Source: an optimization exercise on an open RTL-to-GDS flow (aim: small area and a short achievable clock period). Production flows keep margins and buffers that such runs may drop. The RTL was checked by simulation tests, not by an equivalence proof against the original design. No activity file was given, so power comes from the tool's default toggle rates.

$ cat config.mk
export PLATFORM = sky130hd
export DESIGN_NAME = rob_top
export DESIGN_NICKNAME = rob_top
export VERILOG_FILES = /design/flow/design.v
export SDC_FILE = /design/flow/constraint.sdc
export NUM_CORES = 4
export LEC_CHECK = 0
export CAP_MARGIN = 20
export CORE_MARGIN = 2
export CORE_UTILIZATION = 60
export CTS_CLUSTER_DIAMETER = 80
export CTS_CLUSTER_SIZE = 24
export SETUP_SLACK_MARGIN = 3.0
export SLEW_MARGIN = 20
$ cat constraint.sdc
create_clock -name core_clock -period 5.5 [get_ports {clock}]
set_input_delay 1.1000 -clock core_clock [delete_from_list [all_inputs] [get_ports {clock}]]
set_output_delay 1.1000 -clock core_clock [all_outputs]
set_load 0.01 [all_outputs]
$ cat design.v
`timescale 1ns/100ps
module rob_top
(
   input  logic       clock,
   input  logic       reset,
   input  logic       dispatch_valid_a,
   input  logic       dispatch_valid_b,
   input  logic [4:0] opcode_a,
   input  logic [4:0] opcode_b,
   input  logic [5:0] told_a,
   input  logic [5:0] told_b,
   output logic       dispatch_ready,
   output logic [4:0] rob_idx_a,
   output logic [4:0] rob_idx_b,
   input  logic       cdb_valid_a,
   input  logic       cdb_valid_b,
   input  logic       cdb_valid_c,
   input  logic       cdb_valid_d,
   input  logic [4:0] cdb_idx_a,
   input  logic [4:0] cdb_idx_b,
   input  logic [4:0] cdb_idx_c,
   input  logic [4:0] cdb_idx_d,
   output logic       retire_en_a,
   output logic       retire_en_b,
   output logic [5:0] retire_told_a,
   output logic [5:0] retire_told_b,
   output logic [1:0] retire_count,
   output logic       rob_full,
   output logic       rob_almost_full,
   output logic       rob_empty,
   output logic [4:0] rob_head,
   output logic [4:0] rob_tail,
   output logic [5:0] rob_count
);
   logic [4:0] head;
   logic [4:0] nh;          
   logic [4:0] nh1;         
   logic [4:0] tail;
   logic [4:0] tail_p1;     
   logic [5:0] count;
   logic       ready;
   logic       full;
   logic       almost_full;
   logic       empty;
   logic [1:0] rc;
   logic       en_a, en_b;
   logic [5:0] rt_a, rt_b;
   logic [15:0] cpl_e, cpl_o;
   logic [15:0] st_e,  st_o;
   logic [5:0]  told_e [16];
   logic [5:0]  told_o [16];
   logic       alloc_a, alloc_b;
   logic [1:0] accept;
   assign alloc_a = dispatch_valid_a & ready;
   assign alloc_b = dispatch_valid_b & ready;
   assign accept  = {alloc_a & alloc_b, alloc_a ^ alloc_b};
   logic       wen_e, wen_o;
   logic       wst_e, wst_o;
   logic [5:0] wtold_e, wtold_o;
   assign wen_e   = tail[0] ? alloc_b : alloc_a;
   assign wen_o   = tail[0] ? alloc_a : alloc_b;
   assign wst_e   = tail[0] ? (opcode_b == 5'd0) : (opcode_a == 5'd0);
   assign wst_o   = tail[0] ? (opcode_a == 5'd0) : (opcode_b == 5'd0);
   assign wtold_e = tail[0] ? told_b : told_a;
   assign wtold_o = tail[0] ? told_a : told_b;
   logic [3:0] lo [4];
   logic [7:0] hi [4];
   logic [3:0] cv;
   logic [4:0] ci [4];
   logic [31:0] set;
   assign cv = {cdb_valid_d, cdb_valid_c, cdb_valid_b, cdb_valid_a};
   assign ci[0] = cdb_idx_a;
   assign ci[1] = cdb_idx_b;
   assign ci[2] = cdb_idx_c;
   assign ci[3] = cdb_idx_d;
   always_comb
   begin
      for (int p = 0; p < 4; p++)
      begin
         for (int k = 0; k < 4; k++)
            lo[p][k] = cv[p] & (ci[p][1:0] == 2'(k));
         for (int m = 0; m < 8; m++)
            hi[p][m] = (ci[p][4:2] == 3'(m));
      end
      for (int i = 0; i < 32; i++)
         set[i] = (lo[0][i%4] & hi[0][i/4]) | (lo[1][i%4] & hi[1][i/4]) |
                  (lo[2][i%4] & hi[2][i/4]) | (lo[3][i%4] & hi[3][i/4]);
   end
   always_ff @(posedge clock)
   begin
      for (int j = 0; j < 16; j++)
      begin
         if (wen_e && tail_p1[4:1] == 4'(j))
         begin
            cpl_e[j]  <= 1'b0;
            st_e[j]   <= wst_e;
            told_e[j] <= wtold_e;
         end
         else if (set[2*j])
            cpl_e[j]  <= 1'b1;
         if (wen_o && tail[4:1] == 4'(j))
         begin
            cpl_o[j]  <= 1'b0;
            st_o[j]   <= wst_o;
            told_o[j] <= wtold_o;
         end
         else if (set[2*j+1])
            cpl_o[j]  <= 1'b1;
      end
   end
   logic [3:0] ridx_e, ridx_o;
   logic       rc_e, rc_o, rs_e, rs_o;
   logic [5:0] rt_e, rt_o;
   logic       cpl_h, cpl_n, st_h, st_n;
   logic       hit_h, hit_n;
   logic [5:0] left;        
   logic       l1, l2, ch, cn;
   logic       ret1, ret2;
   assign ridx_o = nh[4:1];
   assign ridx_e = nh1[4:1];
   logic [15:0] sel_e, sel_o;
   always_comb
   begin
      rc_e = 1'b0; rc_o = 1'b0; rs_e = 1'b0; rs_o = 1'b0; rt_e = '0; rt_o = '0;
      for (int j = 0; j < 16; j++)
      begin
         sel_e[j] = (ridx_e == 4'(j));
         sel_o[j] = (ridx_o == 4'(j));
         rc_e = rc_e | (sel_e[j] & cpl_e[j]);
         rc_o = rc_o | (sel_o[j] & cpl_o[j]);
         rs_e = rs_e | (sel_e[j] & st_e[j]);
         rs_o = rs_o | (sel_o[j] & st_o[j]);
         rt_e = rt_e | ({6{sel_e[j]}} & told_e[j]);
         rt_o = rt_o | ({6{sel_o[j]}} & told_o[j]);
      end
   end
   assign cpl_h = nh[0] ? rc_o : rc_e;
   assign cpl_n = nh[0] ? rc_e : rc_o;
   assign st_h  = nh[0] ? rs_o : rs_e;
   assign st_n  = nh[0] ? rs_e : rs_o;
   assign hit_h = (cdb_valid_a & (cdb_idx_a == nh)) | (cdb_valid_b & (cdb_idx_b == nh)) |
                  (cdb_valid_c & (cdb_idx_c == nh)) | (cdb_valid_d & (cdb_idx_d == nh));
   assign hit_n = (cdb_valid_a & (cdb_idx_a == nh1)) | (cdb_valid_b & (cdb_idx_b == nh1)) |
                  (cdb_valid_c & (cdb_idx_c == nh1)) | (cdb_valid_d & (cdb_idx_d == nh1));
   assign left = count - 6'(rc);
   assign l1   = (left != 6'd0);
   assign l2   = (left[5:1] != 5'd0);
   assign ch   = cpl_h | hit_h;
   assign cn   = cpl_n | hit_n;
   assign ret1 = l1 & ch;
   assign ret2 = ret1 & l2 & cn;
   logic [4:0] nh2, nh3;
   logic [4:0] x1, x2, y1, y2;
   logic [4:0] nh_next, nh1_next;
   assign nh2 = nh1 + 5'd1;
   assign nh3 = nh1 + 5'd2;
   assign x1  = l1 ? nh1 : nh;
   assign x2  = l2 ? nh2 : x1;
   assign y1  = l1 ? nh2 : nh1;
   assign y2  = l2 ? nh3 : y1;
   assign nh_next  = ch ? (cn ? x2 : x1) : nh;
   assign nh1_next = ch ? (cn ? y2 : y1) : nh1;
   logic [5:0] ncount;
   assign ncount = left + 6'(accept);
   always_ff @(posedge clock)
   begin
      if (reset)
      begin
         head        <= '0;
         nh          <= '0;
         nh1         <= 5'd1;
         tail        <= '0;
         tail_p1     <= 5'd1;
         count       <= '0;
         ready       <= 1'b1;
         full        <= 1'b0;
         almost_full <= 1'b0;
         empty       <= 1'b1;
         rc          <= '0;
         en_a        <= 1'b0;
         en_b        <= 1'b0;
      end
      else
      begin
         head        <= nh;
         nh          <= nh_next;
         nh1         <= nh1_next;
         tail        <= tail + 5'(accept);
         tail_p1     <= tail_p1 + 5'(accept);
         count       <= ncount;
         ready       <= ~(ncount[5] | (&ncount[4:0]));
         full        <= ncount[5];
         almost_full <= ncount[5] | (&ncount[4:1]);
         empty       <= (ncount == 6'd0);
         rc          <= {ret2, ret1 & ~ret2};
         en_a        <= ret1 & ~st_h;
         en_b        <= ret2 & ~st_n;
      end
   end
   always_ff @(posedge clock)
   begin
      rt_a <= nh[0] ? rt_o : rt_e;
      rt_b <= nh[0] ? rt_e : rt_o;
   end
   assign dispatch_ready  = ready;
   assign rob_idx_a       = tail;
   assign rob_idx_b       = tail_p1;
   assign retire_count    = rc;
   assign retire_en_a     = en_a;
   assign retire_en_b     = en_b;
   assign retire_told_a   = rt_a;
   assign retire_told_b   = rt_b;
   assign rob_full        = full;
   assign rob_almost_full = almost_full;
   assign rob_empty       = empty;
   assign rob_head        = head;
   assign rob_tail        = tail;
   assign rob_count       = count;
endmodule
$ cat flow/run.sh
#!/bin/bash
# Standard ORFS layout, with plain buffers on the ports instead of the delay
# buffers buffer_ports picks by default, and sizing free to change a cell's
# footprint.
set -euo pipefail
cd "$(dirname "$0")/.."
export BUFFER_PORTS_ARGS="-buffer_cell sky130_fd_sc_hd__buf_2"
bash standard.sh MATCH_CELL_FOOTPRINT=0 finish > orfs_make.log 2>&1
$ cat standard.sh
#!/bin/bash
# synth_recipe.tcl (not shown) runs the flow's synth.tcl, then flattens the netlist and writes it again
# the make line also repeats each setting of config.mk as NAME=value (left out here)
make -C /OpenROAD-flow-scripts/flow DESIGN_CONFIG=/design/flow/config.mk WORK_HOME=/design/flow/orfs CLKGATE_MAP_FILE= SYNTH_SCRIPT=/design/flow/synth_recipe.tcl "${@:-finish}"
==> flow_summary_export.csv, run 1 <==
group,metric,value,unit
yosys,yosysWarnings,6,
yosys,synth_area_per_cell,11.94,µm²
timing,period_share,0.4880,
worst_setup_path,required,5.95,ns
die,dieHeight,156.2,µm
power_and_ir_drop,clkPwrFrac,0.173,
timing,grt_setup_unrepaired,"true",
min_path,min_path_type,"flop to flop",
timing,finalSetupViolCount,0,
die,initial_core_util,0.6123,
worst_setup_path,cp-start-kind,"flop",
timing,hold_viol,0,
global_routing,grt_pass1_vias,9901,
finish,area_growth,16.48,%
power_and_ir_drop,power_frac_seq,0.419,
yosys,syn_inst,1165,
detailed_routing,wl,41210,µm
detailed_routing,via_count,10600,
power_and_ir_drop,combPwrFrac,0.408,
finish,drive_gt1_frac,0.2819,
detailed_routing,drc_errors,0,
yosys,yosysTopAreaCell,"edfxtp_1",
placed_design,portBuffers,95,
timing,worst_pin_slew,1.001,ns
detailed_routing,final_antenna_net_count,0,
global_routing,antenna_found_initial,0,
global_routing,gr-max-usage-layer,"met2",
power_and_ir_drop,p_switching,2.724,mW
global_routing,gr-usage-met2,0.5171,
global_routing,grt_use_met1,0.5123,
worst_setup_path,arrival,3.13,ns
finish,final_area,16200,µm²
timing,layout_setup_ws,2.816,ns
detailed_routing,via_per_inst,6.815,
global_routing,grt.total_usage,0.3357,
detailed_routing,drt_first_iter_violations,1261,
timing,slew_headroom,0.3302,
power_and_ir_drop,peakVddDrop,0.0003923,V
yosys,synth_edf_count,224,
placed_design,place_ws,2.025,ns
finish,finalNetCount,1328,
power_and_ir_drop,power_leakage,5.577,nW
power_and_ir_drop,finalPower,7.422,mW
power_and_ir_drop,power.density,458.3,nW/µm²
global_routing,gr-total-overflow,0,
timing,fmax,372.5,MHz
global_routing,grtUsageMet3,0.04071,
placed_design,place_congestion,0.9687,
clocking,cts_htree_levels,1,
worst_setup_path,crit_fanout,5,
yosys,synth_area,13900,µm²
timing,min_period,2.684,ns
run,timing.max_cap.violations,0,
die,rows,55,
die,core,22710,µm²
min_path,hold_start,"cpl_o[9]",
timing,skew,0.01522,ns
yosys,synth_nets,1233,
placed_design,dp_hpwl,26700,µm
yosys,ys.flop_type,"edfxtp_1",
yosys,yosysSeqAreaShare,0.6018,
global_routing,grt_max_degree,34,
yosys,ys_types,77,
status,status,"no timing/DRC/antenna violations",
worst_setup_path,critical_path.startpoint,"nh[2]",
global_routing,grt_pass1_wl,60870,µm
yosys,synth_commonest_cells,"edfxtp_1 (224), nor2_1 (131), dfxtp_1 (82)",
placed_design,postPlaceCellArea,14650,µm²
worst_setup_path,critPathKind,"flop to flop",
clocking,path_clk_slew,0.10,ns
clocking,cts_sinks,306,
yosys,yosys.area.top_type_share,0.4838,
power_and_ir_drop,p_int,4.698,mW
yosys,synth_area_leaders,"edfxtp_1 (48%), dfxtp_1 (12%), nor2_1 (3.5%), mux2_2 (2.3%), xor2_1 (2.3%)",
die,die_x,156.2,µm
detailed_routing,wire_per_inst,26.50,µm
die,ios,96,
worst_setup_path,rr_startpoint,"nh[2]",
clocking,ctsRootBufferMaster,"clkbuf_16",
clocking,cts_buffers,16,
clocking,tritoncts,"yes",
timing,slew_violations,0,
yosys,synth.most_common_cell,"edfxtp_1",
detailed_routing,first_pass_iters,6,
finish,antenna_cells,0,
yosys,async_reset_ff_frac,0,
clocking,clk_latency,0.51,ns
worst_setup_path,critical_path.endpoint_type,"flop",
die,die-area,24410,µm²
power_and_ir_drop,swShare,0.3670,
yosys,ys_ff_latch,306,
timing,fin_tns_setup,0,ns
clocking,clock_path_buffers,3,
worst max-delay path, cell delays in order, from the launching register on:
cell and delay [ns]:
dfxtp_4 0.40, buf_12 0.13, mux2_4 0.30, a32oi_2 0.19
o2111ai_2 0.20, or3_4 0.40, buf_4 0.15, buf_6 0.11
a21oi_4 0.24, nor2_4 0.08, or3_1 0.32, nand3_1 0.08
routing by layer:
metal | wire length (µm) | vias to the layer above
met5 | 0 | -
met4 | 1144 | 0
met3 | 4026 | 75
met2 | 18760 | 616
met1 | 17280 | 5270
li1 | - | 4637
what timing repair did:
| item | 4_1_cts | 5_1_grt |
|---|---|---|
| pin swaps | 20 | 27 |
| gates cloned | 3 | 2 |
| hold buffers | 0 | 0 |
| setup buffers | 33 | 13 |
| resized for setup | 89 | 57 |
| setup endpoints to repair | 271 | 89 |
logic make-up after synthesis:
kind of cell | synth area share
AOI/OAI and AO/OA | 0.1286
xor gates and xnor gates | 0.03275
adders and majority gates | 0.01836
buffers and inverters | 0.03383
DFF | 0.6018
muxes | 0.05165
and+or+nand+nor | 0.1330
sequential cells by signal, summed over array words and instances, names as in the netlist:
signal	cells
nh	5
head	5
en_a	1
st_e	16
told_e	96
told_o	96
ready	1
tail	5
count	6
tail_p1	5
nh1	5
cpl_e	16
rt_b	6
en_b	1
cpl_o	16
st_o	16
almost_full	1
rt_a	6
empty	1
rc	2
metrics by stage:
step | utilization | hold WS, ns | instances
final | 0.7132 | 0.4708 | 1555
after global routing | 0.7132 | 0.4915 | 1555
after CTS | 0.6943 | 0.4666 | 1539
after detailed placement | 0.6449 | 0.4526 | 1475
after global placement | 0.6449 | 0.4546 | 1475
after floorplan | - | 0.4250 | 1165
power by group through the flow:
stage | logic (mW) | clock network [mW] | registers (mW)
floorplan | 1.61 | 0 | 3.08
global placement | 2.25 | 0 | 3.13
detailed placement | 2.27 | 0 | 3.14
CTS | 2.63 | 1.29 | 3.09
global route | 3.24 | 1.37 | 3.15
finish | 3.03 | 1.28 | 3.11
layout by cell type, fill, tap and decap left out, types with 18 or more instances in the layout:
cell / instances
edfxtp_1: 224
nor2_1: 109
buf_2: 95
dfxtp_1: 67
nand2_1: 54
buf_4: 51
o22ai_1: 48
xor2_1: 36
nand3_1: 34
nor3_1: 32
mux2_2: 28
o21ai_0: 27
a21oi_1: 24
clkbuf_16: 22
inv_1: 21
nor2_2: 21
a22oi_1: 19
a222oi_1: 18
final timing paths:
path,slack (ns),to,depth (start not counted)
max,2.82,nh1[0],11
min,0.47,cpl_o[9],2
max reg2reg,2.82,nh1[0],11
min reg2reg,0.47,cpl_o[9],2
area by class of cell:
| cell class | count | area, µm² |
|---|---|---|
| repair buffers | 162 | 1146 |
| inverters | 29 | 122.6 |
| clock buffers | 27 | 462.9 |
| multi-input cells | 745 | 5689 |
| fillers | 1575 | 6514 |
| well taps | 285 | 356.6 |
| clock inverters | 1 | 8.758 |
| flip-flops and latches | 306 | 8409 |
==> run 2, diff against run 1 <==
--- a/config.mk
+++ b/config.mk
@@ -13,2 +13,3 @@
 export SETUP_SLACK_MARGIN = 3.0
 export SLEW_MARGIN = 20
+export TNS_END_PERCENT = 0
==> flow_summary_export.csv, run 2 <==
group,metric,value,unit
timing,finalSetupViolCount,0,
yosys,yosysWarnings,6,
yosys,synth_area_per_cell,11.94,µm²
die,ios,96,
yosys,yosysSeqAreaShare,0.6018,
placed_design,place_congestion,0.9543,
detailed_routing,via_count,10580,
worst_setup_path,required,5.91,ns
finish,final_common_cell,"edfxtp_1",
detailed_routing,wire_per_inst,27.51,µm
power_and_ir_drop,peakVddDrop,0.0004321,V
yosys,synth.most_common_cell,"edfxtp_1",
yosys,syn_inst,1165,
die,die_x,156.2,µm
worst_setup_path,crit_fanout,6,
clocking,tritoncts,"yes",
detailed_routing,final_antenna_net_count,0,
placed_design,portBuffers,95,
global_routing,antenna_found_initial,0,
clocking,cts_htree_levels,1,
global_routing,grt_pass1_wl,61550,µm
placed_design,dp_hpwl,28200,µm
yosys,synth_commonest_cells,"edfxtp_1 (224), nor2_1 (131), dfxtp_1 (82)",
yosys,yosysTopAreaCell,"edfxtp_1",
run,timing.max_cap.violations,0,
die,initial_core_util,0.6123,
finish,nFillCells,1706,
finish,final_cell_mix,"edfxtp_1 (224), nor2_1 (117), buf_2 (95)",
clocking,clk_latency,0.52,ns
timing,whs,0.4823,ns
power_and_ir_drop,combPwrFrac,0.371,
timing,min_period,2.651,ns
global_routing,grt.total_usage,0.3409,
finish,area_growth,12.57,%
detailed_routing,top_layer,"met4",
clocking,ctsRootBufferMaster,"clkbuf_16",
clocking,cts_buffers,17,
clocking,cts_sinks,306,
die,core,22710,µm²
yosys,yosys.area.top_type_share,0.4838,
power_and_ir_drop,p_switching,2.561,mW
min_path,min_path_type,"flop to flop",
status,status,"no timing/DRC/antenna violations",
die,dieHeight,156.2,µm
detailed_routing,drt-met1-wl,16790,µm
power_and_ir_drop,clkPwrFrac,0.192,
detailed_routing,via_per_inst,6.862,
detailed_routing,drc_errors,0,
yosys,ys_ff_latch,306,
yosys,ys_types,77,
detailed_routing,first_pass_iters,8,
detailed_routing,wl_met3,5093,µm
power_and_ir_drop,power_leakage,5.422,nW
yosys,synth_edf_count,224,
yosys,synth_area,13900,µm²
detailed_routing,wl_met2,19340,µm
timing,hold_viol,0,
timing,slew_headroom,0.2465,
clocking,path_clk_slew,0.10,ns
yosys,ys.flop_type,"edfxtp_1",
die,die-area,24410,µm²
finish,reg_top3,"told_e x96, told_o x96",
timing,grt_setup_unrepaired,"true",
global_routing,grt_max_degree,40,
worst_setup_path,arrival,3.06,ns
timing,fmax,377.2,MHz
global_routing,grt_pass1_vias,9792,
power_and_ir_drop,p_int,4.475,mW
worst_setup_path,cp-start-kind,"flop",
worst_setup_path,rr_worst_depth,10,
power_and_ir_drop,swShare,0.3640,
worst_setup_path,critPathKind,"flop to flop",
timing,worst_pin_slew,1.126,ns
worst_setup_path,critical_path.endpoint_type,"flop",
power_and_ir_drop,power.density,449.5,nW/µm²
finish,drive_gt1_frac,0.2333,
global_routing,gr-total-overflow,0,
clocking,clock_path_buffers,3,
yosys,synth_area_leaders,"edfxtp_1 (48%), dfxtp_1 (12%), nor2_1 (3.5%), mux2_2 (2.3%), xor2_1 (2.3%)",
yosys,async_reset_ff_frac,0,
timing,period_share,0.4821,
timing,skew,0.02583,ns
timing,slew_violations,0,
timing,fin_tns_setup,0,ns
detailed_routing,drt_first_iter_violations,1358,
min_path,hold_path_depth,2,
detailed_routing,wl,42420,µm
clocking,cts_hold_buf,0,
power_and_ir_drop,power_frac_seq,0.436,
yosys,synth_nets,1233,
finish,finalNetCount,1313,
die,rows,55,
[run 2: cell types whose count changed in the layout (fill, tap and decap cells not counted), sizes merged]
cell | previous run | this run
buf | 157 | 143
inv | 26 | 31
clkbuf | 32 | 30
clkinvlp | 3 | 1
clkinv | 1 | 0
diode | 0 | 1
[run 2: layout make-up]
class | count | area, µm² | share of cell area
Sequential cell | 306 | 8401 | 0.5367
Multi-Input combinational cell | 745 | 5291 | 0.3380
Timing Repair Buffer | 146 | 983.4 | 0.06283
Clock buffer | 27 | 462.9 | 0.02958
Tap cell | 285 | 356.6 | 0.02278
Inverter | 29 | 115.1 | 0.007354
Clock inverter | 3 | 40.04 | 0.002558
Antenna cell | 1 | 2.502 | 0.0001599
[run 2: stage by stage]
stage          instance area [µm²]  setup WS [ns]  cells  total power, mW  utilization
6_report                     15650          2.849   1542            7.036       0.6893
4_1_cts                      15290          2.774   1522            6.792       0.6734
5_1_grt                      15650          2.754   1541            7.342       0.6891
3_5_place_dp                 14570          2.231   1481            5.356       0.6414
3_3_place_gp                 14570          2.280   1481            5.326       0.6414
2_1_floorplan                14020          2.762   1165            4.594            -
[run 2: what timing repair did]
item	4_1_cts	5_1_grt
setup buffers	10	16
endpoints found under the hold margin	0	0
resized for setup	33	56
setup endpoints to repair	166	188
cloned	1	2
pin swaps	1	16
[run 2: worst max-delay path, cell delays in order, from the launching register on]
cell	delay, ns
dfxtp_4	0.37
buf_12	0.14
buf_8	0.12
nor4bb_1	0.14
a311oi_2	0.23
o2111ai_2	0.18
or3_4	0.44
a211oi_4	0.28
o21ai_2	0.11
a211oi_2	0.20
mux2_1	0.33
[run 2: final timing paths]
check                           startpoint       end  slack [ns]
worst max-delay path                 nh[2]    nh1[4]        2.85
worst min-delay path              cpl_o[9]  cpl_o[9]        0.48
worst max register to register       nh[2]    nh1[4]        2.85
worst min register to register    cpl_o[9]  cpl_o[9]        0.48
[run 2: power groups by stage]
| stage | clock, mW | sequential [mW] | combinational (mW) |
|---|---|---|---|
| global placement | 0 | 3.11 | 2.22 |
| CTS | 1.36 | 3.06 | 2.37 |
| floorplan | 0 | 3.07 | 1.52 |
| detailed placement | 0 | 3.12 | 2.24 |
| global route | 1.44 | 3.10 | 2.80 |
| finish | 1.35 | 3.07 | 2.61 |
[run 2: cells by family after synthesis]
group | share of synthesized area
buffers and inverters | 0.03383
DFF | 0.6018
muxes | 0.05165
xor gates and xnor gates | 0.03275
AOI/OAI and AO/OA | 0.1286
and+or+nand+nor | 0.1330
adders and majority gates | 0.01836
[run 2: layer usage]
metal | GRT usage | vias up
li1 | - | 4599
met4 | 0.08213 | 0
met2 | 0.5365 | 721
met3 | 0.05732 | 88
met1 | 0.5019 | 5173
met5 | 0 | -
==> run 3, diff against run 2 <==
--- a/config.mk
+++ b/config.mk
@@ -9,4 +9,5 @@
 export CORE_MARGIN = 2
 export CORE_UTILIZATION = 60
+export CTS_BUF_LIST = sky130_fd_sc_hd__clkbuf_8 sky130_fd_sc_hd__clkbuf_16
 export CTS_CLUSTER_DIAMETER = 80
 export CTS_CLUSTER_SIZE = 24
==> flow_summary_export.csv, run 3 <==
group,metric,value,unit
worst_setup_path,cp-start-kind,"flop",
yosys,synth_mux_area_frac,0.05165,
power_and_ir_drop,power.density,449.2,nW/µm²
yosys,yosysWarnings,6,
detailed_routing,via_count,10550,
timing,grt_setup_unrepaired,"true",
detailed_routing,wl,42590,µm
timing,fin_tns_setup,0,ns
die,die_x,156.2,µm
finish,reg_top3,"told_e x96, told_o x96",
worst_setup_path,max_stage_delay,0.43,ns
timing,slew_violations,0,
die,rows,55,
yosys,yosysSeqAreaShare,0.6018,
worst_setup_path,slowest_stage,"or3_4",
yosys,async_reset_ff_frac,0,
finish,area_growth,12.62,%
detailed_routing,drc_errors,0,
timing,whs,0.4839,ns
yosys,yosysTopAreaCell,"edfxtp_1",
worst_setup_path,cp_num_buf_inv,2,
finish,stdcell_count,1541,
detailed_routing,first_pass_iters,6,
clocking,cts_buffers,17,
yosys,ys_types,77,
detailed_routing,final_antenna_net_count,0,
worst_setup_path,cp_cell_sequence,"buf_12 > buf_8 > nor4bb_1 > a311oi_2 > o2111ai_2 > or3_4 > a211oi_4 > o21ai_2 > a211oi_2 > mux2_1",
yosys,synth_edf_count,224,
min_path,min_path_type,"flop to flop",
timing,slew_headroom,0.2482,
clocking,cts_sinks,306,
yosys,ys_ff_latch,306,
yosys,synth_compound_area_frac,0.1286,
clocking,ctsRootBufferMaster,"clkbuf_16",
finish,utilization,0.6896,
global_routing,grt_pass1_vias,9804,
timing,finalSetupViolCount,0,
yosys,syn_inst,1165,
global_routing,gr-total-overflow,0,
finish,drive_gt1_frac,0.2333,
status,status,"no timing/DRC/antenna violations",
die,ios,96,
global_routing,grt_pass1_wl,61550,µm
placed_design,portBuffers,95,
die,die-area,24410,µm²
die,dieHeight,156.2,µm
clocking,clk_latency,0.52,ns
timing,hold_viol,0,
global_routing,grt_max_degree,40,
yosys,ys.flop_type,"edfxtp_1",
timing,worst_pin_slew,1.114,ns
detailed_routing,drt_first_iter_violations,1460,
run,timing.max_cap.violations,0,
timing,min_period,2.658,ns
timing,skew,0.02541,ns
finish,final_common_cell,"edfxtp_1",
timing,fmax,376.3,MHz
worst_setup_path,critPathTopFamily,"compound AO/OA/AOI/OAI gates",
yosys,synth_area_leaders,"edfxtp_1 (48%), dfxtp_1 (12%), nor2_1 (3.5%), mux2_2 (2.3%), xor2_1 (2.3%)",
timing,period_share,0.4832,
power_and_ir_drop,peakVddDrop,0.0004333,V
worst_setup_path,critPathKind,"flop to flop",
clocking,clock_path_buffers,3,
yosys,synth_top_family_by_area,"simple AND/OR/NAND/NOR gates",
global_routing,antenna_found_initial,0,
finish,antenna_cells,0,
die,initial_core_util,0.6123,
worst_setup_path,critical_path.endpoint_type,"flop",
finish,finalNetCount,1313,
yosys,synth_area,13900,µm²
global_routing,grt.total_usage,0.3409,
die,core,22710,µm²
clocking,tritoncts,"yes",
clocking,cts_htree_levels,1,
worst_setup_path,crit_fanout,6,
yosys,synth_commonest_cells,"edfxtp_1 (224), nor2_1 (131), dfxtp_1 (82)",
power_and_ir_drop,power_leakage,5.465,nW
placed_design,dp_hpwl,28200,µm
finish,final_cell_mix,"edfxtp_1 (224), nor2_1 (117), buf_2 (95)",
yosys,synth_nets,1233,
clocking,cts_hold_buf,0,
detailed_routing,via_per_inst,6.845,
placed_design,dp_cells,1481,
placed_design,place_congestion,0.9543,
yosys,yosys.area_share.simple,0.1330,
detailed_routing,wire_per_inst,27.64,µm
yosys,yosys.area.top_type_share,0.4838,
yosys,synth_xor_area_frac,0.03275,
finish,nFillCells,1704,
worst_setup_path,arrival,3.07,ns
worst_setup_path,required,5.91,ns
yosys,synth.most_common_cell,"edfxtp_1",
yosys,synth-adder-area-share,0.01836,
clocking,path_clk_slew,0.10,ns
yosys,synth_area_per_cell,11.94,µm²
[run 3: cell count changes in the layout (fill, tap and decap cells not counted), sizes merged]
cell / delta
diode: -1
clkbuf: -10
inv: +10
[run 3: final timing paths]
check / start / to / slack (ns) / cells past startpoint
setup reg to reg: nh[2] / nh1[4] / 2.84 / 10
hold reg to reg: cpl_o[9] / cpl_o[9] / 0.48 / 2
setup / recovery: nh[2] / nh1[4] / 2.84 / 10
hold / removal: cpl_o[9] / cpl_o[9] / 0.48 / 2
[run 3: tightest hold or removal path, stage by stage (launching register included)]
cell	delay, ns
dfxtp_1	0.34
inv_1	0.06
a21oi_1	0.05
[run 3: what timing repair did]
action | in CTS | in global routing
setup endpoints to repair | 165 | 188
gates resized for setup | 33 | 57
gates cloned | 1 | 2
setup buffers | 10 | 16
pin swaps | 1 | 16
[run 3: cell families after synthesis]
group / Yosys count
and+or+nand+nor: 374
buffers and inverters: 114
xor gates and xnor gates: 52
muxes: 55
adders and majority gates: 18
DFF: 306
AOI/OAI and AO/OA: 246
[run 3: area by class of cell]
| type | count | area [µm²] | share of cell area |
|---|---|---|---|
| sequential | 306 | 8401 | 0.5364 |
| multi-input combinational | 745 | 5301 | 0.3385 |
| timing repair buffer | 146 | 983.4 | 0.06280 |
| clock buffer | 17 | 425.4 | 0.02717 |
| tap | 285 | 356.6 | 0.02277 |
| inverter | 29 | 115.1 | 0.007351 |
| clock inverter | 13 | 77.57 | 0.004954 |
[run 3: per-layer routing]
metal / GRT usage / wire, µm / share of wire
met5: 0 / 0 / 0
met4: 0.08388 / 1147 / 0.027
met3: 0.05788 / 4685 / 0.11
met2: 0.5356 / 19480 / 0.46
met1: 0.5017 / 17280 / 0.41
[run 3: stage by stage]
step / setup slack (ns) / power, mW / cell area, µm²
after floorplan: 2.762 / 4.594 / 14020
after global placement: 2.280 / 5.326 / 14570
after detailed placement: 2.231 / 5.356 / 14570
after CTS: 2.774 / 6.775 / 15290
after global routing: 2.758 / 7.335 / 15660
final: 2.842 / 7.035 / 15660
[run 3: where the power goes]
part	internal [mW]	leakage (nW)	switching (mW)
clock network	0.585	0.283	0.754
registers	2.87	2.71	0.202
logic	1.01	2.47	1.61
total	4.47	5.47	2.57
==> run 4, diff against run 3 <==
--- a/config.mk
+++ b/config.mk
@@ -9,8 +9,7 @@
 export CORE_MARGIN = 2
 export CORE_UTILIZATION = 60
-export CTS_BUF_LIST = sky130_fd_sc_hd__clkbuf_8 sky130_fd_sc_hd__clkbuf_16
 export CTS_CLUSTER_DIAMETER = 80
 export CTS_CLUSTER_SIZE = 24
-export SETUP_SLACK_MARGIN = 3.0
+export SETUP_SLACK_MARGIN = 3.6
 export SLEW_MARGIN = 20
 export TNS_END_PERCENT = 0
==> flow_summary_export.csv, run 4 <==
group,metric,value,unit
status,status,"no timing/DRC/antenna violations",
clocking,clock_path_buffers,3,
die,initial_core_util,0.6123,
finish,reg_top3,"told_e x96, told_o x96",
min_path,hold_start,"cpl_o[9]",
finish,antenna_cells,0,
yosys,syn_inst,1165,
worst_setup_path,critical_path.startpoint,"rc[0]",
timing,fin_tns_setup,0,ns
worst_setup_path,arrival,3.02,ns
worst_setup_path,cp-start-kind,"flop",
die,dieHeight,156.2,µm
placed_design,place_ws,2.231,ns
detailed_routing,via_count,10510,
placed_design,place_congestion,0.9543,
global_routing,grt_pass1_wl,62870,µm
run,timing.max_cap.violations,0,
global_routing,grt_pass1_vias,10010,
timing,grt_setup_unrepaired,"true",
power_and_ir_drop,peakVddDrop,0.0004355,V
yosys,ys_types,77,
timing,min_period,2.625,ns
detailed_routing,drt_first_iter_violations,1276,
finish,final_cell_mix,"edfxtp_1 (224), nor2_1 (124), buf_2 (95)",
min_path,holdPathEnd,"cpl_o[9]",
timing,slew_violations,0,
power_and_ir_drop,power.density,451.1,nW/µm²
finish,finalNetCount,1310,
yosys,synth_area,13900,µm²
timing,hold_viol,0,
detailed_routing,drc_errors,0,
global_routing,antenna_found_initial,0,
yosys,synth_area_per_cell,11.94,µm²
timing,layout_setup_ws,2.875,ns
finish,final_common_cell,"edfxtp_1",
placed_design,portBuffers,95,
detailed_routing,final_antenna_net_count,0,
worst_setup_path,critical_path.endpoint_type,"flop",
power_and_ir_drop,power_leakage,5.394,nW
worst_setup_path,crit_fanout,3,
detailed_routing,via_per_inst,6.832,
clocking,clk_latency,0.53,ns
finish,nFillCells,1715,
detailed_routing,wire_per_inst,27.78,µm
yosys,synth_nets,1233,
worst_setup_path,rr_worst_depth,11,
min_path,hold_path_depth,2,
clocking,cts_buffers,17,
clocking,cts_htree_levels,1,
placed_design,dp_hpwl,28200,µm
yosys,yosysSeqAreaShare,0.6018,
timing,worst_pin_slew,1.100,ns
timing,skew,0.03718,ns
yosys,synth_commonest_cells,"edfxtp_1 (224), nor2_1 (131), dfxtp_1 (82)",
finish,utilization,0.6865,
detailed_routing,first_pass_iters,8,
die,die-area,24410,µm²
yosys,yosys.area.top_type_share,0.4838,
power_and_ir_drop,finalPower,7.033,mW
global_routing,grt_max_degree,34,
die,die_x,156.2,µm
clocking,path_clk_slew,0.09,ns
clocking,ctsRootBufferMaster,"clkbuf_16",
yosys,async_reset_ff_frac,0,
die,rows,55,
detailed_routing,wl,42730,µm
yosys,ys_ff_latch,306,
worst_setup_path,required,5.90,ns
yosys,synth_edf_count,224,
worst_setup_path,rr_startpoint,"rc[0]",
global_routing,grt.total_usage,0.3488,
min_path,min_path_type,"flop to flop",
timing,slew_headroom,0.2637,
timing,finalSetupViolCount,0,
die,ios,96,
global_routing,gr-total-overflow,0,
timing,period_share,0.4773,
timing,fmax,381.0,MHz
yosys,synth_area_leaders,"edfxtp_1 (48%), dfxtp_1 (12%), nor2_1 (3.5%), mux2_2 (2.3%), xor2_1 (2.3%)",
finish,drive_gt1_frac,0.2227,
yosys,ys.flop_type,"edfxtp_1",
yosys,synth.most_common_cell,"edfxtp_1",
clocking,tritoncts,"yes",
yosys,yosysTopAreaCell,"edfxtp_1",
worst_setup_path,critPathKind,"flop to flop",
die,core,22710,µm²
worst_setup_path,reg2reg_slack,2.87,ns
finish,area_growth,12.12,%
clocking,cts_sinks,306,
yosys,yosysWarnings,6,
worst_setup_path,worstReg2RegEnd,"ready",
## run 4: stage by stage
stage	cell area, µm²	hold WS (ns)	instances
2_1_floorplan	14020	0.4250	1165
3_3_place_gp	14570	0.4494	1481
3_5_place_dp	14570	0.4610	1481
4_1_cts	15540	0.4822	1537
5_1_grt	15590	0.5184	1538
6_report	15590	0.4817	1538
## run 4: cell families (layout without fill, tap and decap cells)
kind of cell	Yosys count	after routing	synth area share
buffers and inverters	114	202	0.03383
DFF	306	306	0.6018
muxes	55	55	0.05165
xor gates and xnor gates	52	52	0.03275
AOI/OAI and AO/OA	246	246	0.1286
and+or+nand+nor	374	374	0.1330
adders and majority gates	18	18	0.01836
## run 4: metal layers
metal  up-vias  share of wire  track usage
li1       4597              -            -
met1      5127           0.41       0.5116
met2       682           0.45       0.5394
met3       102           0.11      0.06148
met4         0          0.033       0.1040
met5         -              0            0
## run 4: worst max-delay path by stage
stage | endpoint | slack, ns | cells past startpoint
after floorplan | nh1[4] | 2.76 | 9
after global placement | nh1[4] | 2.28 | 9
after detailed placement | nh1[4] | 2.23 | 9
after CTS | nh1[4] | 2.92 | 9
after global routing | ready | 2.76 | 12
final | ready | 2.87 | 11
## run 4: where the power goes
part / internal (mW) / switching [mW] / leakage [nW]
Clock: 0.603 / 0.753 / 0.242
Sequential: 2.87 / 0.205 / 2.71
Combinational: 0.997 / 1.61 / 2.44
## run 4: critical path, stage by stage, from the launching register on
cell and delay (ns):
dfxtp_2 0.35, ha_1 0.20, inv_2 0.08, fa_2 0.49, ha_4 0.30, a21oi_2 0.05
or2_4 0.27, nor4_1 0.21, a31oi_1 0.10, xnor2_1 0.22, and2_4 0.19, a21oi_1 0.05
## run 4: layout make-up
type	count	area, µm²	share of cell area
clock buffer	27	462.9	0.02969
inverter	29	115.1	0.007384
timing repair buffer	143	967.2	0.06204
clock inverter	3	40.04	0.002568
multi-input combinational	745	5253	0.3369
sequential	306	8396	0.5385
tap	285	356.6	0.02287
## run 4: what timing repair did
item / CTS / global route
pin swaps: 10 / 8
endpoints found under the setup margin: 359 / 376
cloned: 4 / 0
resized for setup: 59 / 10
hold buffers: 0 / 0
setup buffers: 22 / 1
==> run 5, diff against run 4 <==
--- a/config.mk
+++ b/config.mk
@@ -11,5 +11,5 @@
 export CTS_CLUSTER_DIAMETER = 80
 export CTS_CLUSTER_SIZE = 24
-export SETUP_SLACK_MARGIN = 3.6
+export SETUP_SLACK_MARGIN = 3.25
 export SLEW_MARGIN = 20
 export TNS_END_PERCENT = 0
==> flow_summary_export.csv, run 5 <==
group,metric,value,unit
yosys,synth_edf_count,224,
timing,slew_violations,0,
yosys,yosys.area.top_type_share,0.4838,
finish,reg_top3,"told_e x96, told_o x96",
timing,fin_tns_setup,0,ns
worst_setup_path,cp_num_buf_inv,1,
worst_setup_path,reg2reg_slack,2.87,ns
placed_design,dp_hpwl,28200,µm
timing,layout_setup_ws,2.875,ns
detailed_routing,via_per_inst,6.832,
finish,drive_gt1_frac,0.2227,
detailed_routing,wl,42730,µm
die,core,22710,µm²
yosys,synth_nets,1233,
placed_design,portBuffers,95,
clocking,tritoncts,"yes",
clocking,cts_hold_buf,0,
timing,whs,0.4817,ns
finish,antenna_cells,0,
detailed_routing,top_layer,"met4",
worst_setup_path,crit_fanout,3,
global_routing,grt.total_usage,0.3488,
yosys,synth_area,13900,µm²
yosys,ys_types,77,
detailed_routing,final_antenna_net_count,0,
detailed_routing,via_count,10510,
die,rows,55,
worst_setup_path,arrival,3.02,ns
power_and_ir_drop,peakVddDrop,0.0004355,V
min_path,min_path_type,"flop to flop",
die,dieHeight,156.2,µm
timing,grt_setup_unrepaired,"true",
yosys,ys_ff_latch,306,
yosys,async_reset_ff_frac,0,
placed_design,place_ws,2.231,ns
clocking,cts_sinks,306,
yosys,synth.most_common_cell,"edfxtp_1",
die,initial_core_util,0.6123,
global_routing,grt_max_degree,34,
global_routing,grt_pass1_wl,62870,µm
detailed_routing,drt_first_iter_violations,1276,
yosys,yosysWarnings,6,
worst_setup_path,slowest_stage,"fa_2",
run,timing.max_cap.violations,0,
clocking,ctsRootBufferMaster,"clkbuf_16",
worst_setup_path,required,5.90,ns
die,die-area,24410,µm²
clocking,cts_htree_levels,1,
timing,fmax,381.0,MHz
power_and_ir_drop,power.density,451.1,nW/µm²
timing,min_period,2.625,ns
yosys,synth_area_per_cell,11.94,µm²
timing,slew_headroom,0.2637,
detailed_routing,wl_met3,4613,µm
global_routing,grt_pass1_vias,10010,
die,ios,96,
finish,finalNetCount,1310,
yosys,synth_area_leaders,"edfxtp_1 (48%), dfxtp_1 (12%), nor2_1 (3.5%), mux2_2 (2.3%), xor2_1 (2.3%)",
detailed_routing,wl_met2,19220,µm
worst_setup_path,max_stage_delay,0.49,ns
worst_setup_path,critPathKind,"flop to flop",
die,die_x,156.2,µm
detailed_routing,wire_per_inst,27.78,µm
clocking,clk_latency,0.53,ns
yosys,yosysTopAreaCell,"edfxtp_1",
power_and_ir_drop,power_leakage,5.394,nW
worst_setup_path,critical_path.endpoint_type,"flop",
yosys,syn_inst,1165,
timing,hold_viol,0,
clocking,clock_path_buffers,3,
status,status,"no timing/DRC/antenna violations",
detailed_routing,drt-met1-wl,17470,µm
finish,final_cell_mix,"edfxtp_1 (224), nor2_1 (124), buf_2 (95)",
clocking,path_clk_slew,0.09,ns
timing,skew,0.03718,ns
yosys,synth_commonest_cells,"edfxtp_1 (224), nor2_1 (131), dfxtp_1 (82)",
min_path,hold_path_depth,2,
global_routing,gr-total-overflow,0,
finish,final_common_cell,"edfxtp_1",
worst_setup_path,critPathTopFamily,"adder cells",
timing,period_share,0.4773,
clocking,cts_buffers,17,
timing,worst_pin_slew,1.100,ns
detailed_routing,drc_errors,0,
yosys,yosysSeqAreaShare,0.6018,
detailed_routing,first_pass_iters,8,
worst_setup_path,cp_cell_sequence,"ha_1 > inv_2 > fa_2 > ha_4 > a21oi_2 > or2_4 > nor4_1 > a31oi_1 > xnor2_1 > and2_4 > a21oi_1",
global_routing,antenna_found_initial,0,
worst_setup_path,rr_worst_depth,11,
timing,finalSetupViolCount,0,
worst_setup_path,cp.depth,11,
finish,area_growth,12.12,%
worst_setup_path,cp-start-kind,"flop",
yosys,ys.flop_type,"edfxtp_1",
placed_design,place_congestion,0.9543,
## run 5: cell counts in the layout (fill, tap and decap cells not counted)
No cell type changed its count.
## run 5: logic make-up after synthesis
kind of cell    synth area share
buf+inv                  0.03383
xor+xnor                 0.03275
mux                      0.05165
compound gates            0.1286
simple gates              0.1330
flops                     0.6018
fa+ha+maj                0.01836
## run 5: cell type report
cell class / instances / area, µm²
Tap cell: 285 / 356.6
Timing Repair Buffer: 143 / 967.2
Fill cell: 1715 / 7119
Clock inverter: 3 / 40.04
Inverter: 29 / 115.1
Clock buffer: 27 / 462.9
Sequential cell: 306 / 8396
Multi-Input combinational cell: 745 / 5253
## run 5: path summary, 6_finish.rpt
path              startpoint  endpoint
setup / recovery       rc[0]     ready
hold / removal      cpl_o[9]  cpl_o[9]
setup reg to reg       rc[0]     ready
hold reg to reg     cpl_o[9]  cpl_o[9]
## run 5: per-layer routing
| metal | up-vias | global-route usage |
|---|---|---|
| met5 | - | 0 |
| met4 | 0 | 0.1040 |
| met3 | 102 | 0.06148 |
| met2 | 682 | 0.5394 |
| met1 | 5127 | 0.5116 |
| li1 | 4597 | - |
## run 5: what timing repair did
item / CTS / global route
endpoints found under the setup margin: 233 / 223
setup buffers: 22 / 1
pin swaps: 10 / 8
gates resized for setup: 59 / 10
gates cloned: 4 / 0
## run 5: power by group
| part | switching [mW] | total (mW) | internal [mW] |
|---|---|---|---|
| clock network | 0.753 | 1.36 | 0.603 |
| registers | 0.205 | 3.07 | 2.87 |
| logic | 1.61 | 2.60 | 0.997 |
| total | 2.56 | 7.03 | 4.47 |
## run 5: worst min-delay path, stage by stage (launching register included)
cell and delay (ns):
dfxtp_1 0.34, inv_1 0.06, a21oi_1 0.05
## run 5: through the flow
stage	utilization	instance area (µm²)	total power, mW	instances
after global routing	0.6865	15590	7.333	1538
after global placement	0.6414	14570	5.326	1481
after detailed placement	0.6414	14570	5.356	1481
after floorplan	-	14020	4.594	1165
final	0.6865	15590	7.033	1538
after CTS	0.6844	15540	6.933	1537
==> run 6, diff against run 5 <==
--- a/config.mk
+++ b/config.mk
@@ -8,7 +8,8 @@
 export CAP_MARGIN = 20
 export CORE_MARGIN = 2
-export CORE_UTILIZATION = 60
+export CORE_UTILIZATION = 70
 export CTS_CLUSTER_DIAMETER = 80
 export CTS_CLUSTER_SIZE = 24
+export PLACE_DENSITY = 0.72
 export SETUP_SLACK_MARGIN = 3.25
 export SLEW_MARGIN = 20
==> flow_summary_export.csv, run 6 <==
group,metric,value,unit
worst_setup_path,cp-start-kind,"flop",
clocking,cts_htree_levels,1,
finish,stdcell_count,1542,
power_and_ir_drop,p_switching,2.591,mW
yosys,yosys.area.top_type_share,0.4838,
power_and_ir_drop,power_frac_seq,0.433,
finish,final_common_cell,"edfxtp_1",
global_routing,grt_pass1_vias,10810,
timing,slew_violations,0,
timing,finalSetupViolCount,0,
yosys,synth_edf_count,224,
finish,antenna_cells,0,
worst_setup_path,required,5.90,ns
finish,final_cell_mix,"edfxtp_1 (224), nor2_1 (121), buf_2 (95)",
yosys,ys_ff_latch,306,
yosys,synth_area,13900,µm²
yosys,ys.flop_type,"edfxtp_1",
placed_design,place_congestion,1.034,
yosys,yosysWarnings,6,
yosys,synth_commonest_cells,"edfxtp_1 (224), nor2_1 (131), dfxtp_1 (82)",
finish,drive_gt1_frac,0.2435,
global_routing,grt_max_degree,34,
die,die-area,21010,µm²
timing,min_period,2.762,ns
timing,whs,0.4828,ns
power_and_ir_drop,power_leakage,5.556,nW
die,ios,96,
yosys,yosysSeqAreaShare,0.6018,
clocking,cts_sinks,306,
global_routing,gr-total-overflow,0,
placed_design,dp_hpwl,26290,µm
power_and_ir_drop,p_int,4.557,mW
placed_design,portBuffers,95,
worst_setup_path,slowest_stage,"dfxtp_4",
die,die_x,144.9,µm
timing,worst_pin_slew,1.153,ns
detailed_routing,final_antenna_net_count,0,
detailed_routing,drc_errors,0,
yosys,synth_area_per_cell,11.94,µm²
min_path,min_path_type,"flop to flop",
timing,fin_tns_setup,0,ns
yosys,synth.most_common_cell,"edfxtp_1",
yosys,syn_inst,1165,
detailed_routing,drt_first_iter_violations,1760,
global_routing,antenna_found_initial,0,
detailed_routing,wire_per_inst,27.65,µm
finish,reg_top3,"told_e x96, told_o x96",
yosys,yosysTopAreaCell,"edfxtp_1",
timing,period_share,0.5023,
worst_setup_path,arrival,3.17,ns
run,timing.max_cap.violations,0,
power_and_ir_drop,combPwrFrac,0.379,
worst_setup_path,crit_fanout,5,
detailed_routing,via_per_inst,7.241,
detailed_routing,wl,42640,µm
power_and_ir_drop,clkPwrFrac,0.188,
detailed_routing,first_pass_iters,9,
worst_setup_path,critPathKind,"flop to flop",
timing,fmax,362.0,MHz
power_and_ir_drop,power.density,449.9,nW/µm²
finish,area_growth,14.27,%
die,core,19460,µm²
yosys,synth_area_leaders,"edfxtp_1 (48%), dfxtp_1 (12%), nor2_1 (3.5%), mux2_2 (2.3%), xor2_1 (2.3%)",
worst_setup_path,critPathTopFamily,"compound AO/OA/AOI/OAI gates",
clocking,cts_buffers,16,
global_routing,grt_pass1_wl,63930,µm
yosys,async_reset_ff_frac,0,
clocking,clk_latency,0.51,ns
clocking,clock_path_buffers,3,
placed_design,dp_cells,1458,
clocking,ctsRootBufferMaster,"clkbuf_16",
die,initial_core_util,0.7144,
die,rows,51,
worst_setup_path,max_stage_delay,0.38,ns
timing,slew_headroom,0.2286,
yosys,ys_types,77,
power_and_ir_drop,peakVddDrop,0.0005049,V
yosys,synth_nets,1233,
detailed_routing,via_count,11170,
worst_setup_path,cp_num_buf_inv,2,
clocking,path_clk_slew,0.10,ns
timing,hold_viol,0,
timing,grt_setup_unrepaired,"true",
global_routing,grt.total_usage,0.4008,
power_and_ir_drop,swShare,0.3625,
die,dieHeight,144.9,µm
timing,skew,0.01761,ns
finish,finalNetCount,1335,
clocking,tritoncts,"yes",
worst_setup_path,critical_path.endpoint_type,"flop",
status,status,"no timing/DRC/antenna violations",
finish,nFillCells,1101,
worst_setup_path,cp_cell_sequence,"clkinvlp_4 > ha_4 > buf_12 > a22o_1 > a211o_1 > a31oi_4 > nand2b_4 > a211oi_4 > o21ai_2 > a211oi_2 > mux2_1",
clocking,cts_hold_buf,0,
run 6: changes by cell type in the layout (fill, tap and decap cells not counted), moves of 2 or more:
cell and change:
buf_4 +20, nor2_2 +4, buf_12 +3, dfxtp_2 -3, nor2_1 -3, a21oi_2 -2
buf_6 +2, dfxtp_4 +2, ha_2 -2, ha_4 +2, inv_1 -2, inv_2 +2
o21ai_0 -2
run 6: what timing repair did:
action | in CTS | in global routing
pin swaps | 27 | 7
endpoints found under the setup margin | 277 | 272
gates resized for setup | 89 | 3
hold endpoints to repair | 0 | 0
gates cloned | 5 | 0
buffers inserted | 51 | 0
run 6: through the flow:
step / instance area [µm²] / utilization / total power, mW / setup WS, ns
global route: 15890 / 0.8164 / 7.382 / 2.706
finish: 15890 / 0.8164 / 7.149 / 2.738
global placement: 14520 / 0.7462 / 5.271 / 2.162
detailed placement: 14530 / 0.7467 / 5.325 / 2.111
CTS: 15870 / 0.8152 / 6.984 / 2.919
floorplan: 14020 / - / 4.594 / 2.762
run 6: power groups by stage:
stage / Combinational, mW / Sequential, mW / Clock, mW
floorplan: 1.52 / 3.07 / 0
global placement: 2.16 / 3.12 / 0
CTS: 2.58 / 3.08 / 1.33
detailed placement: 2.20 / 3.13 / 0
finish: 2.71 / 3.10 / 1.34
global route: 2.86 / 3.12 / 1.41
run 6: worst reg2reg max path, cell delays in order (launching register included):
cell and delay [ns]:
dfxtp_4 0.38, clkinvlp_4 0.15, ha_4 0.21, buf_12 0.13
a22o_1 0.21, a211o_1 0.34, a31oi_4 0.20, nand2b_4 0.08
a211oi_4 0.27, o21ai_2 0.10, a211oi_2 0.25, mux2_1 0.34
run 6: routing by layer:
metal / wire, µm / part of all wire / GRT usage / vias up
met5: 0 / 0 / 0 / -
met3: 5699 / 0.13 / 0.09057 / 180
li1: - / - / - / 4629
met4: 2227 / 0.052 / 0.1832 / 0
met1: 15170 / 0.36 / 0.5434 / 5312
met2: 19540 / 0.46 / 0.6257 / 1044
run 6: worst paths after layout:
check	start	end	slack, ns	cells past startpoint
min	cpl_o[9]	cpl_o[9]	0.48	2
max reg2reg	nh1[1]	nh1[4]	2.74	11
min reg2reg	cpl_o[9]	cpl_o[9]	0.48	2
max	nh1[1]	nh1[4]	2.74	11
run 6: cell families after synthesis:
group / share of synthesized area
AOI/OAI and AO/OA: 0.1286
xor gates and xnor gates: 0.03275
adders and majority gates: 0.01836
buffers and inverters: 0.03383
DFF: 0.6018
muxes: 0.05165
and+or+nand+nor: 0.1330
run 6: cell type report:
cell class	instances	area (µm²)	area share
clock buffers	26	459.2	0.02890
flip-flops and latches	306	8399	0.5286
multi-input cells	745	5324	0.3351
repair buffers	169	1225	0.07709
well taps	265	331.6	0.02087
inverters	29	116.4	0.007323
clock inverters	2	33.78	0.002126
==> run 7, diff against run 6 <==
--- a/config.mk
+++ b/config.mk
@@ -8,8 +8,7 @@
 export CAP_MARGIN = 20
 export CORE_MARGIN = 2
-export CORE_UTILIZATION = 70
+export CORE_UTILIZATION = 50
 export CTS_CLUSTER_DIAMETER = 80
 export CTS_CLUSTER_SIZE = 24
-export PLACE_DENSITY = 0.72
 export SETUP_SLACK_MARGIN = 3.25
 export SLEW_MARGIN = 20
==> flow_summary_export.csv, run 7 <==
group,metric,value,unit
status,status,"no timing/DRC/antenna violations",
power_and_ir_drop,p_int,4.501,mW
worst_setup_path,worstReg2RegEnd,"nh1[4]",
finish,final_cell_mix,"edfxtp_1 (224), nor2_1 (119), buf_2 (94)",
detailed_routing,via_count,10240,
min_path,holdPathEnd,"cpl_o[0]",
yosys,synth_area,13900,µm²
worst_setup_path,slowest_stage,"dfxtp_4",
min_path,hold_path_depth,2,
timing,whs,0.4838,ns
clocking,path_clk_slew,0.09,ns
timing,skew,0.01537,ns
yosys,yosysTopAreaCell,"edfxtp_1",
power_and_ir_drop,swShare,0.3606,
die,core,27550,µm²
yosys,yosysWarnings,6,
yosys,synth_area_per_cell,11.94,µm²
power_and_ir_drop,clkPwrFrac,0.189,
yosys,yosys.area_share.simple,0.1330,
power_and_ir_drop,peakVddDrop,0.0002853,V
finish,antenna_cells,0,
die,initial_core_util,0.5047,
detailed_routing,drc_errors,0,
yosys,syn_inst,1165,
yosys,synth_nets,1233,
timing,fmax,383.3,MHz
worst_setup_path,critical_path.endpoint_type,"flop",
power_and_ir_drop,power_frac_seq,0.436,
clocking,cts_sinks,306,
global_routing,grt_max_degree,34,
detailed_routing,via_per_inst,6.233,
power_and_ir_drop,power.density,443.1,nW/µm²
timing,fin_tns_setup,0,ns
yosys,async_reset_ff_frac,0,
min_path,min_path_type,"flop to flop",
yosys,synth_mux_area_frac,0.05165,
die,rows,61,
die,ios,96,
worst_setup_path,cp_cell_sequence,"buf_12 > buf_4 > and3b_1 > a32oi_2 > o2111ai_2 > or3_4 > a211oi_4 > o21ai_2 > a211oi_2 > mux2_1",
clocking,cts_hold_buf,0,
timing,slew_headroom,0.1988,
worst_setup_path,rr_startpoint,"nh[3]",
global_routing,antenna_found_initial,0,
yosys,synth_area_leaders,"edfxtp_1 (48%), dfxtp_1 (12%), nor2_1 (3.5%), mux2_2 (2.3%), xor2_1 (2.3%)",
finish,area_growth,14.24,%
yosys,yosys.area.top_type_share,0.4838,
timing,worst_pin_slew,1.197,ns
timing,finalSetupViolCount,0,
worst_setup_path,arrival,3.00,ns
global_routing,grt_pass1_wl,61210,µm
global_routing,gr-total-overflow,0,
detailed_routing,first_pass_iters,6,
yosys,ys.flop_type,"edfxtp_1",
die,dieHeight,170.8,µm
detailed_routing,wl,41390,µm
finish,finalNetCount,1322,
timing,slew_violations,0,
yosys,synth.most_common_cell,"edfxtp_1",
finish,drive_gt1_frac,0.2397,
placed_design,dp_hpwl,28000,µm
power_and_ir_drop,power_leakage,5.472,nW
finish,nFillCells,2335,
clocking,tritoncts,"yes",
clocking,clock_path_buffers,3,
yosys,synth_commonest_cells,"edfxtp_1 (224), nor2_1 (131), dfxtp_1 (82)",
worst_setup_path,critical_path.startpoint,"nh[3]",
detailed_routing,drt_first_iter_violations,1065,
yosys,synth_xor_area_frac,0.03275,
timing,grt_setup_unrepaired,"true",
timing,hold_viol,0,
run,timing.max_cap.violations,0,
finish,final_common_cell,"edfxtp_1",
yosys,synth_top_family_by_area,"simple AND/OR/NAND/NOR gates",
yosys,yosysSeqAreaShare,0.6018,
min_path,hold_start,"cpl_o[0]",
worst_setup_path,max_stage_delay,0.40,ns
clocking,clk_latency,0.50,ns
timing,min_period,2.609,ns
yosys,synth_edf_count,224,
clocking,cts_buffers,17,
finish,reg_top3,"told_e x96, told_o x96",
power_and_ir_drop,combPwrFrac,0.375,
global_routing,grt.total_usage,0.2842,
timing,period_share,0.4743,
yosys,synth_compound_area_frac,0.1286,
die,die-area,29160,µm²
detailed_routing,wire_per_inst,25.21,µm
die,die_x,170.8,µm
worst_setup_path,cp-start-kind,"flop",
worst_setup_path,crit_fanout,8,
yosys,synth-adder-area-share,0.01836,
detailed_routing,final_antenna_net_count,0,
worst_setup_path,required,5.90,ns
placed_design,portBuffers,95,
power_and_ir_drop,p_switching,2.538,mW
worst_setup_path,reg2reg_slack,2.89,ns
yosys,ys_types,77,
worst_setup_path,rr_worst_depth,10,
clocking,ctsRootBufferMaster,"clkbuf_16",
yosys,ys_ff_latch,306,
global_routing,grt_pass1_vias,9671,
worst_setup_path,critPathKind,"flop to flop",
placed_design,place_congestion,0.9850,
clocking,cts_htree_levels,1,
[run 7: cell counts after synthesis]
No cell type changed its count.
[run 7: timing repair]
| action | CTS | global route |
|---|---|---|
| setup endpoints to repair | 243 | 226 |
| cloned | 3 | 0 |
| buffers inserted | 26 | 6 |
| pin swaps | 12 | 14 |
| gates resized for setup | 68 | 27 |
[run 7: worst max path at each step]
stage / slack, ns / endpoint
2_1_floorplan: 2.76 / nh1[4]
3_3_place_gp: 2.13 / nh1[4]
3_5_place_dp: 2.06 / nh1[4]
4_1_cts: 2.86 / nh1[4]
5_1_grt: 2.81 / nh1[1]
6_report: 2.89 / nh1[4]
[run 7: metrics by stage]
| step | util | setup WS [ns] | instances | area (µm²) | power (mW) |
|---|---|---|---|---|---|
| after CTS | 0.5701 | 2.862 | 1636 | 15710 | 6.926 |
| final | 0.5765 | 2.891 | 1642 | 15890 | 7.039 |
| after global routing | 0.5765 | 2.814 | 1642 | 15890 | 7.387 |
| after global placement | 0.5339 | 2.133 | 1578 | 14710 | 5.360 |
| after detailed placement | 0.5341 | 2.065 | 1578 | 14720 | 5.379 |
| after floorplan | - | 2.762 | 1165 | 14020 | 4.594 |
[run 7: layer usage]
layer  routed length, µm  global-route usage
met5                   0                   0
met4                1131             0.07581
met3                2428             0.03400
met2               19710              0.4684
met1               18120              0.4010
[run 7: worst max-delay path, delay by kind of cell, from the launching register on]
family          cells  cell delay, ns
mux                 1            0.33
buf+inv             2            0.24
compound gates      5            0.95
flops               1            0.40
simple gates        2            0.58
[run 7: cell families after synthesis]
kind of cell	count (synthesis)
fa+ha+maj	18
simple gates	374
xor+xnor	52
flops	306
buf+inv	114
mux	55
compound gates	246
[run 7: power groups by stage]
stage	Clock (mW)	Combinational, mW	Sequential (mW)
6_report	1.33	2.64	3.07
5_1_grt	1.43	2.86	3.10
4_1_cts	1.36	2.50	3.06
3_5_place_dp	0	2.24	3.13
3_3_place_gp	0	2.23	3.13
2_1_floorplan	0	1.52	3.07
[run 7: layout make-up]
| type | count | area [µm²] | area share |
|---|---|---|---|
| timing repair buffer | 155 | 1044 | 0.06569 |
| inverter | 29 | 115.1 | 0.007246 |
| multi-input combinational | 745 | 5361 | 0.3375 |
| sequential | 306 | 8399 | 0.5288 |
| clock buffer | 25 | 455.4 | 0.02867 |
| tap | 378 | 473.0 | 0.02977 |
| clock inverter | 4 | 37.54 | 0.002363 |
==> run 8, diff against run 7 <==
--- a/config.mk
+++ b/config.mk
@@ -8,7 +8,8 @@
 export CAP_MARGIN = 20
 export CORE_MARGIN = 2
-export CORE_UTILIZATION = 50
+export CORE_UTILIZATION = 60
 export CTS_CLUSTER_DIAMETER = 80
 export CTS_CLUSTER_SIZE = 24
+export PLACE_DENSITY = 0.68
 export SETUP_SLACK_MARGIN = 3.25
 export SLEW_MARGIN = 20
==> flow_summary_export.csv, run 8 <==
group,metric,value,unit
timing,min_period,2.638,ns
global_routing,gr-total-overflow,0,
die,initial_core_util,0.6123,
yosys,synth_top_family_by_area,"simple AND/OR/NAND/NOR gates",
clocking,cts_buffers,16,
timing,fin_tns_setup,0,ns
die,die-area,24410,µm²
detailed_routing,via_per_inst,6.792,
yosys,ys_ff_latch,306,
placed_design,place_ws,2.190,ns
finish,area_growth,12.58,%
worst_setup_path,cp-start-kind,"flop",
yosys,synth.most_common_cell,"edfxtp_1",
finish,regArea,8401,µm²
timing,hold_viol,0,
status,status,"no timing/DRC/antenna violations",
worst_setup_path,max_stage_delay,0.39,ns
yosys,yosysSeqAreaShare,0.6018,
power_and_ir_drop,power_leakage,5.431,nW
finish,drive_gt1_frac,0.2293,
global_routing,grt_use_met1,0.5040,
die,rows,55,
worst_setup_path,critPathKind,"flop to flop",
detailed_routing,via_count,10470,
yosys,yosys.area.top_type_share,0.4838,
finish,finalNetCount,1314,
die,dieHeight,156.2,µm
yosys,yosysTopAreaCell,"edfxtp_1",
placed_design,portBuffers,95,
clocking,cts_sinks,306,
yosys,syn_inst,1165,
global_routing,grt_max_degree,34,
die,ios,96,
timing,grt_setup_unrepaired,"true",
detailed_routing,first_pass_iters,6,
detailed_routing,final_antenna_net_count,0,
yosys,synth_nets,1233,
yosys,synth_area_leaders,"edfxtp_1 (48%), dfxtp_1 (12%), nor2_1 (3.5%), mux2_2 (2.3%), xor2_1 (2.3%)",
min_path,min_path_type,"flop to flop",
yosys,ys_types,77,
detailed_routing,wire_per_inst,26.59,µm
global_routing,grt_pass1_vias,9952,
placed_design,place_congestion,0.9783,
finish,final_common_cell,"edfxtp_1",
clocking,clock_path_buffers,3,
worst_setup_path,reg2reg_slack,2.86,ns
finish,multi_input_area,5279,µm²
worst_setup_path,required,5.86,ns
timing,slew_violations,0,
detailed_routing,drt_first_iter_violations,1372,
worst_setup_path,cp_cell_sequence,"clkbuf_16 > nor4bb_1 > a311oi_1 > o2111ai_2 > or3_4 > buf_4 > a21oi_2 > nor2_2 > o21ai_0 > a221oi_1",
clocking,tritoncts,"yes",
finish,reg_top3,"told_e x96, told_o x96",
placed_design,dp_hpwl,27480,µm
yosys,ys.flop_type,"edfxtp_1",
timing,slew_headroom,0.2594,
timing,skew,0.01062,ns
yosys,synth_commonest_cells,"edfxtp_1 (224), nor2_1 (131), dfxtp_1 (82)",
yosys,async_reset_ff_frac,0,
timing,worst_pin_slew,1.107,ns
worst_setup_path,arrival,3.00,ns
finish,nFillCells,1688,
yosys,synth_edf_count,224,
timing,fmax,379.0,MHz
clocking,path_clk_slew,0.09,ns
clocking,clk_latency,0.51,ns
clocking,ctsRootBufferMaster,"clkbuf_16",
yosys,yosys.area_share.simple,0.1330,
finish,final_cell_mix,"edfxtp_1 (224), nor2_1 (118), buf_2 (95)",
die,die_x,156.2,µm
die,core,22710,µm²
run,timing.max_cap.violations,0,
clocking,cts_htree_levels,1,
yosys,synth_xor_area_frac,0.03275,
yosys,synth_compound_area_frac,0.1286,
global_routing,grt_pass1_wl,61530,µm
timing,layout_setup_ws,2.862,ns
worst_setup_path,critical_path.endpoint_type,"flop",
worst_setup_path,crit_fanout,5,
timing,period_share,0.4797,
global_routing,gr-usage-met2,0.5169,
power_and_ir_drop,power.density,447.1,nW/µm²
finish,antenna_cells,0,
detailed_routing,drc_errors,0,
global_routing,grtUsageMet3,0.05760,
yosys,synth_area,13900,µm²
detailed_routing,wl,40980,µm
yosys,synth_mux_area_frac,0.05165,
timing,finalSetupViolCount,0,
yosys,synth-adder-area-share,0.01836,
global_routing,gr-max-usage-layer,"met2",
yosys,yosysWarnings,6,
yosys,synth_area_per_cell,11.94,µm²
power_and_ir_drop,peakVddDrop,0.0003871,V
global_routing,antenna_found_initial,0,
worst_setup_path,slowest_stage,"dfxtp_4",
clocking,cts_hold_buf,0,
global_routing,grt.total_usage,0.3394,
## run 8: changes by cell type in the layout (fill, tap and decap cells not counted), sizes merged
cell    previous run  this run
clkbuf            30        32
buf              150       144
inv               30        28
clkinv             2         0
## run 8: metrics by stage
stage               cell area [µm²]    util  hold slack (ns)  instances  total power, mW
finish                        15650  0.6893           0.4532       1541            6.998
floorplan                     14020       -           0.4250       1165            4.594
detailed placement            14550  0.6408           0.4393       1478            5.341
CTS                           15480  0.6816           0.4529       1532            6.844
global route                  15650  0.6893           0.4985       1541            7.319
global placement              14550  0.6406           0.4354       1478            5.321
## run 8: power by group
group          total, mW  internal [mW]  leakage (nW)  switching (mW)
combinational       2.61           1.02          2.48            1.60
clock               1.32          0.624         0.240           0.699
sequential          3.06           2.87          2.71           0.194
total               7.00           4.51          5.43            2.49
## run 8: kinds of logic (layout without fill, tap and decap cells)
family | Yosys count | after routing
multiplexers | 55 | 55
AND/OR/NAND/NOR | 374 | 374
XOR/XNOR | 52 | 52
buffers and inverters | 114 | 205
flip-flops | 306 | 306
AO/OA/AOI/OAI | 246 | 246
adder cells (fa/ha/maj) | 18 | 18
## run 8: final timing paths
path,from,endpoint,cells past startpoint
worst max-delay path,nh[2],nh1[1],10
worst max register to register,nh[2],nh1[1],10
worst min-delay path,cpl_o[9],cpl_o[9],2
worst min register to register,cpl_o[9],cpl_o[9],2
## run 8: what timing repair did
item | 4_1_cts | 5_1_grt
pin swaps | 14 | 13
gates cloned | 3 | 1
setup buffers | 23 | 8
gates resized for setup | 57 | 21
setup endpoints to repair | 251 | 258
## run 8: final cells by class
cell class | count | area share
inverter | 29 | 0.007353
multi-input combinational | 745 | 0.3372
clock buffer | 28 | 0.03181
sequential | 306 | 0.5366
tap | 285 | 0.02278
timing repair buffer | 148 | 0.06418
## run 8: layer usage
layer | share of wire | wire, µm
met1 | 0.41 | 16900
met2 | 0.45 | 18290
met3 | 0.11 | 4382
met4 | 0.034 | 1408
met5 | 0 | 0
## run 8: critical path: cells and delay by family (launching register included)
family | cells | cell delay, ns
AO/OA/AOI/OAI | 5 | 1.15
AND/OR/NAND/NOR | 3 | 0.64
flip-flops | 1 | 0.39
buffers and inverters | 2 | 0.31

[what the ideal ports hide]
How much do the figures lean on ideal ports? The routed layouts below were timed once more, with nothing changed but the port constraints. Step 1, drivers: a clkbuf_16 drives clock and a buf_2 each remaining input, both assumed. Step 2 also shifts input and output timing later by t, the mid clock arrival at the registers, as if the neighbouring blocks saw the same clock. Slacks: ideal ports / drivers / drivers and shift; pairs: ideal ports / drivers.
run | shift t [ns] | setup WS [ns] | hold slack, ns | slew at the worst register clock pin (ns) | worst data-port slew with drivers (ns)
run 1 | 0.550 | 2.816 / 2.816 / 2.414 | 0.471 / 0.471 / 0.471 | 0.10 / 0.10 | 0.04
run 2 | 0.560 | 2.849 / 2.849 / 2.419 | 0.482 / 0.482 / 0.482 | 0.10 / 0.10 | 0.05
run 3 | 0.559 | 2.842 / 2.842 / 2.414 | 0.484 / 0.484 / 0.484 | 0.10 / 0.10 | 0.05
run 4 | 0.560 | 2.875 / 2.875 / 2.407 | 0.482 / 0.482 / 0.482 | 0.11 / 0.11 | 0.05
run 5 | 0.560 | 2.875 / 2.875 / 2.407 | 0.482 / 0.482 / 0.482 | 0.11 / 0.11 | 0.05
run 6 | 0.557 | 2.738 / 2.738 / 2.370 | 0.483 / 0.483 / 0.483 | 0.10 / 0.10 | 0.04
run 7 | 0.549 | 2.891 / 2.891 / 2.377 | 0.484 / 0.484 / 0.484 | 0.10 / 0.10 | 0.05
run 8 | 0.550 | 2.862 / 2.861 / 2.461 | 0.453 / 0.453 / 0.453 | 0.10 / 0.10 | 0.03
After both steps every run listed still meets setup and hold. For run 7, which loses most, drivers alone change the setup slack by 0.000 ns; drivers and shift together by -0.514 ns.
